Background: an optimization exercise with open tools, aiming at small area and a short achievable clock period. Do not read the settings as production practice.
Power and IR drop assume default switching activity.

== before ==
==> flow/design.v (excerpt) <==
module cpu_top (
	input  logic                               clk,
	input  logic                               rst,
	input  logic                               inst_valid,
	input  logic [cpu_pkg::word_width-1:0]     inst,
	output logic                               wb_valid,
	output logic [cpu_pkg::reg_addr_width-1:0] wb_reg,
	output logic [cpu_pkg::word_width-1:0]     wb_data,
	output logic                               out_valid,
	output logic [cpu_pkg::word_width-1:0]     out_data,
	output logic                               halted
);
Size: ~1300 cells after synthesis, roughly 400 flip-flops, about 56 I/O pins, about 16000 um^2 of cells after synthesis.
==> module reg_file, before the edit <==
module reg_file (
	input  logic        clk,
	input  logic        rst,
	input  logic [1:0]  rs,
	input  logic [1:0]  b_reg,
	input  logic        a_rd,
	input  logic        b_rd,
	input  logic [15:0] imm,
	output logic [15:0] rs_data,
	output logic [15:0] rt_data,
	input  logic [3:0]  off,
	input  logic        we_next,
	input  logic [1:0]  wr_addr_next,
	input  logic [15:0] ex_result,
	output logic [15:0] line,
	input  logic        we,
	input  logic [1:0]  wr_addr,
	input  logic [15:0] wr_data
);
	logic [15:0] regs [4];
	logic [15:0] rd_a;
	logic [15:0] rd_b;
	logic [3:0]  reg_addr;
	logic [3:0]  fwd_addr;
	logic [3:0]  addr;
	always_ff @(posedge clk) begin
		for (int i = 0; i < 4; i++) begin
			if (rst || (we && wr_addr == 2'(i))) begin
				regs[i] <= rst ? '0 : wr_data;
			end
		end
	end
	assign rd_a = (we && wr_addr == rs) ? wr_data : regs[rs];
	assign rd_b = (we && wr_addr == b_reg) ? wr_data : regs[b_reg];
	assign rs_data = a_rd ? rd_a : '0;
	assign rt_data = b_rd ? rd_b : imm;
	assign reg_addr = rd_a[3:0] + off;
	assign fwd_addr = ex_result[3:0] + off;
	assign addr = (we_next && wr_addr_next == rs) ? fwd_addr : reg_addr;
	assign line = 16'd1 << addr;
endmodule
==> module execute_stage, before the edit <==
module execute_stage (
	input  logic                     clk,
	input  logic                     rst,
	input  cpu_pkg::ctrl_t           ex_ctrl,
	input  logic              [1:0]  ex_dest,
	input  logic              [15:0] ex_op_a,
	input  logic              [15:0] ex_op_b,
	input  logic                     ex_fwd_a,
	input  logic                     ex_fwd_b,
	input  logic              [15:0] ex_line,
	output logic                     ex_wr,
	output logic              [15:0] ex_result,
	output logic                     wb_valid,
	output logic              [1:0]  wb_reg,
	output logic              [15:0] wb_data,
	output logic                     out_valid,
	output logic              [15:0] out_data,
	output logic                     halted
);
	logic        halted_q;
	logic        wb_valid_q;
	logic        out_valid_q;
	logic [1:0]  wb_reg_q;
	logic [15:0] wb_data_q;
	logic        live;
	logic [15:0] a;
	logic [15:0] b;
	logic [15:0] bx;
	logic [15:0] sum;
	logic [15:0] mem_rdata;
	logic [15:0] result;
	logic [15:0] dmem [16];
	assign live = !halted_q;
	assign a = ({16{ex_fwd_a}} & wb_data_q) | ex_op_a;
	assign b = ({16{ex_fwd_b}} & wb_data_q) | ex_op_b;
	logic [15:0] pg_g;
	logic [15:0] pg_p;
	logic [15:0] cg [5];
	logic [15:0] cp [5];
	logic [15:0] carry;
	assign bx = ex_ctrl.inv ? ~b : b;
	assign pg_g = a & bx;
	assign pg_p = a ^ bx;
	always_comb begin
		cg[0] = pg_g;
		cp[0] = pg_p;
		cg[0][0] = pg_g[0] | (pg_p[0] & ex_ctrl.inv);
		for (int l = 0; l < 4; l++) begin
			cg[l + 1] = cg[l];
			cp[l + 1] = cp[l];
			for (int i = 0; i < 16; i++) begin
				if (((i >> l) & 1) == 1) begin
					cg[l + 1][i] = cg[l][i] | (cp[l][i] & cg[l][((i >> l) << l) - 1]);
					cp[l + 1][i] = cp[l][i] & cp[l][((i >> l) << l) - 1];
				end
			end
		end
	end
	assign carry = {cg[4][14:0], ex_ctrl.inv};
	assign sum = pg_p ^ carry;
	always_comb begin
		mem_rdata = '0;
		for (int i = 0; i < 16; i++) begin
			mem_rdata = mem_rdata | ({16{ex_line[i]}} & dmem[i]);
		end
	end
	assign result = ({16{ex_ctrl.s_sum}} & sum) |
		({16{ex_ctrl.s_or}} & (a | bx)) |
		({16{ex_ctrl.s_and}} & (a & b)) |
		({16{ex_ctrl.s_shr}} & {a[15], a[15:1]}) |
		({16{ex_ctrl.s_mem}} & mem_rdata);
	assign ex_wr = live && ex_ctrl.wr;
	assign ex_result = result;
	always_ff @(posedge clk) begin
		for (int i = 0; i < 16; i++) begin
			if (rst || (live && ex_ctrl.sw && ex_line[i])) begin
				dmem[i] <= rst ? '0 : b;
			end
		end
	end
	always_ff @(posedge clk) begin
		if (rst) begin
			wb_valid_q <= 1'b0;
			out_valid_q <= 1'b0;
			halted_q <= 1'b0;
		end else begin
			wb_valid_q <= ex_wr;
			out_valid_q <= live && ex_ctrl.wwd;
			halted_q <= halted_q || (live && ex_ctrl.hlt);
		end
	end
	always_ff @(posedge clk) begin
		wb_reg_q <= ex_dest;
		wb_data_q <= result;
	end
	assign wb_valid = wb_valid_q;
	assign wb_reg = wb_reg_q;
	assign wb_data = wb_data_q;
	assign out_valid = out_valid_q;
	assign out_data = wb_data_q;
	assign halted = halted_q;
endmodule
==> flow/config.mk <==
export PLATFORM = sky130hd
export DESIGN_NAME = cpu_top
export DESIGN_NICKNAME = cpu_top
export VERILOG_FILES = /design/flow/design.v
export SDC_FILE = /design/flow/constraint.sdc
export NUM_CORES = 4
export LEC_CHECK = 0
export CAP_MARGIN = 20
export CORE_MARGIN = 2
export CORE_UTILIZATION = 60
export PLACE_DENSITY = 0.7
export SETUP_SLACK_MARGIN = 2.6
export SLEW_MARGIN = 20
==> flow/constraint.sdc <==
create_clock -name core_clock -period 5.5 [get_ports {clk}]
set_input_delay 1.1000 -clock core_clock [delete_from_list [all_inputs] [get_ports {clk}]]
set_output_delay 1.1000 -clock core_clock [all_outputs]
set_load 0.01 [all_outputs]
standard.sh (not shown) runs the stock make flow with config.mk's settings and CLKGATE_MAP_FILE= SYNTH_SCRIPT=/design/flow/synth_recipe.tcl, a recipe that flattens the netlist after the stock synthesis.
==> flow/flow/run.sh <==
#!/bin/bash
export CUSTOM_ABC_SCRIPT=$PWD/flow/abc.script
bash standard.sh ADDER_MAP_FILE= "BUFFER_PORTS_ARGS=-buffer_cell sky130_fd_sc_hd__buf_4" "CTS_ARGS=-sink_clustering_enable -repair_clock_nets -buf_list sky130_fd_sc_hd__clkbuf_8 -sink_clustering_size 20 -sink_clustering_max_diameter 50 -dont_use_dummy_load" SYNTH_SCRIPT=$PWD/flow/synth_custom.tcl finish > standard.log 2>&1
==> flow/flow/abc.script <==
&get -n
&st
&dch
&nf -R 20
&put
buffer -c
topo
stime -c
upsize -c
dnsize -c
==> flow/flow/synth_custom.tcl <==
# The standard synthesis script (synth_recipe.tcl), with one change:
# the ABC mapping step uses flow/abc.script in place of ORFS's speed script.
# Registers are mapped before ABC runs, so they are the same as the
# standard synthesis's.
proc synth {args} { yosys synth -nofsm -noshare {*}$args }
proc abc {args} {
  set i [lsearch -exact $args -script]
  if {$i >= 0} { lset args [expr {$i + 1}] $::env(CUSTOM_ABC_SCRIPT) }
  yosys abc {*}$args
}
source $::env(SCRIPTS_DIR)/synth.tcl
# left out here: clear keep_hierarchy, flatten, clean up, hide names made inside functions, write 1_2_yosys.v
Changes in after relative to before:
--- a/flow/design.v
+++ b/flow/design.v
@@ -181,7 +181,4 @@
 	logic [15:0] rd_a;
 	logic [15:0] rd_b;
-	logic [3:0]  reg_addr;
-	logic [3:0]  fwd_addr;
-	logic [3:0]  addr;
 	always_ff @(posedge clk) begin
 		for (int i = 0; i < 4; i++) begin
@@ -195,8 +192,21 @@
 	assign rs_data = a_rd ? rd_a : '0;
 	assign rt_data = b_rd ? rd_b : imm;
-	assign reg_addr = rd_a[3:0] + off;
-	assign fwd_addr = ex_result[3:0] + off;
-	assign addr = (we_next && wr_addr_next == rs) ? fwd_addr : reg_addr;
-	assign line = 16'd1 << addr;
+	logic [3:0] x;
+	logic [2:0] lo_sum;
+	logic [1:0] hi_sum;
+	logic [3:0] lo_oh;
+	logic [3:0] hi_oh0;
+	logic [3:0] hi_oh;
+	assign x = (we_next && wr_addr_next == rs) ? ex_result[3:0] : rd_a[3:0];
+	assign lo_sum = {1'b0, x[1:0]} + {1'b0, off[1:0]};
+	assign hi_sum = x[3:2] + off[3:2];
+	assign lo_oh = 4'b0001 << lo_sum[1:0];
+	assign hi_oh0 = 4'b0001 << hi_sum;
+	assign hi_oh = lo_sum[2] ? {hi_oh0[2:0], hi_oh0[3]} : hi_oh0;
+	always_comb begin
+		for (int i = 0; i < 16; i++) begin
+			line[i] = hi_oh[i / 4] && lo_oh[i % 4];
+		end
+	end
 endmodule
 `default_nettype wire
@@ -267,4 +277,5 @@
 	logic [15:0] b;
 	logic [15:0] bx;
+	logic [16:0] sum_c;
 	logic [15:0] sum;
 	logic [15:0] mem_rdata;
@@ -274,29 +285,7 @@
 	assign a = ({16{ex_fwd_a}} & wb_data_q) | ex_op_a;
 	assign b = ({16{ex_fwd_b}} & wb_data_q) | ex_op_b;
-	logic [15:0] pg_g;
-	logic [15:0] pg_p;
-	logic [15:0] cg [5];
-	logic [15:0] cp [5];
-	logic [15:0] carry;
 	assign bx = ex_ctrl.inv ? ~b : b;
-	assign pg_g = a & bx;
-	assign pg_p = a ^ bx;
-	always_comb begin
-		cg[0] = pg_g;
-		cp[0] = pg_p;
-		cg[0][0] = pg_g[0] | (pg_p[0] & ex_ctrl.inv);
-		for (int l = 0; l < 4; l++) begin
-			cg[l + 1] = cg[l];
-			cp[l + 1] = cp[l];
-			for (int i = 0; i < 16; i++) begin
-				if (((i >> l) & 1) == 1) begin
-					cg[l + 1][i] = cg[l][i] | (cp[l][i] & cg[l][((i >> l) << l) - 1]);
-					cp[l + 1][i] = cp[l][i] & cp[l][((i >> l) << l) - 1];
-				end
-			end
-		end
-	end
-	assign carry = {cg[4][14:0], ex_ctrl.inv};
-	assign sum = pg_p ^ carry;
+	assign sum_c = {a, 1'b1} + {bx, ex_ctrl.inv};
+	assign sum = sum_c[16:1];
 	always_comb begin
 		mem_rdata = '0;
==> run summary <==
- after did not stop at any stage, and its layout met the timing, DRC and antenna checks.
- before -> after: largest net degree at the start of global routing flat
- Re global-route met1 utilization: after and before aren't equal, and the lower value belongs to after.
- Standard cell with the maximum stage delay on the critical path = maj3_2: before; standard cell with the maximum stage delay on the critical path = or4b_4: after
- after has aggregate global-route resource usage above what before had.
- Diff before -> after | post-synthesis instance area | increase of about 1.9%
- Tap cell count was higher in after than in before.
- The power of after and that of before are within noise of each other.
- Non-clock buffer count went up by more than 10% going from before to after.
- after vs before — simple-gate portion of the synthesized area rose 0.28 points.
No functional check of the RTL was part of any run of this note.

re-timing with driven ports:
In the flow no input, the clock included, has a driving cell. The finished layouts below were timed again as built, in two steps. Step 1: set_driving_cell puts a clkbuf_16 on clk and a buf_2 on each other input, an assumption about the parent block. Step 2 also shifts input and output timing later by t, the mid clock arrival at the registers, as if the neighbouring blocks saw the same clock. Three values: no drivers, after step 1, after step 2; two values: the first two.
run	t (ns)	setup WS [ns]	worst setup path at the end	slew at the worst register clock pin (ns)	worst data-port slew with drivers (ns)
before	0.593	2.467 / 2.467 / 1.913	input to register	0.12 / 0.12	0.04
after	0.573	2.520 / 2.527 / 1.954	input to register	0.12 / 0.12	0.05
After both steps every run listed still meets setup and hold. For after, which loses most, drivers alone change the setup slack by +0.007 ns; drivers and shift together by -0.566 ns.
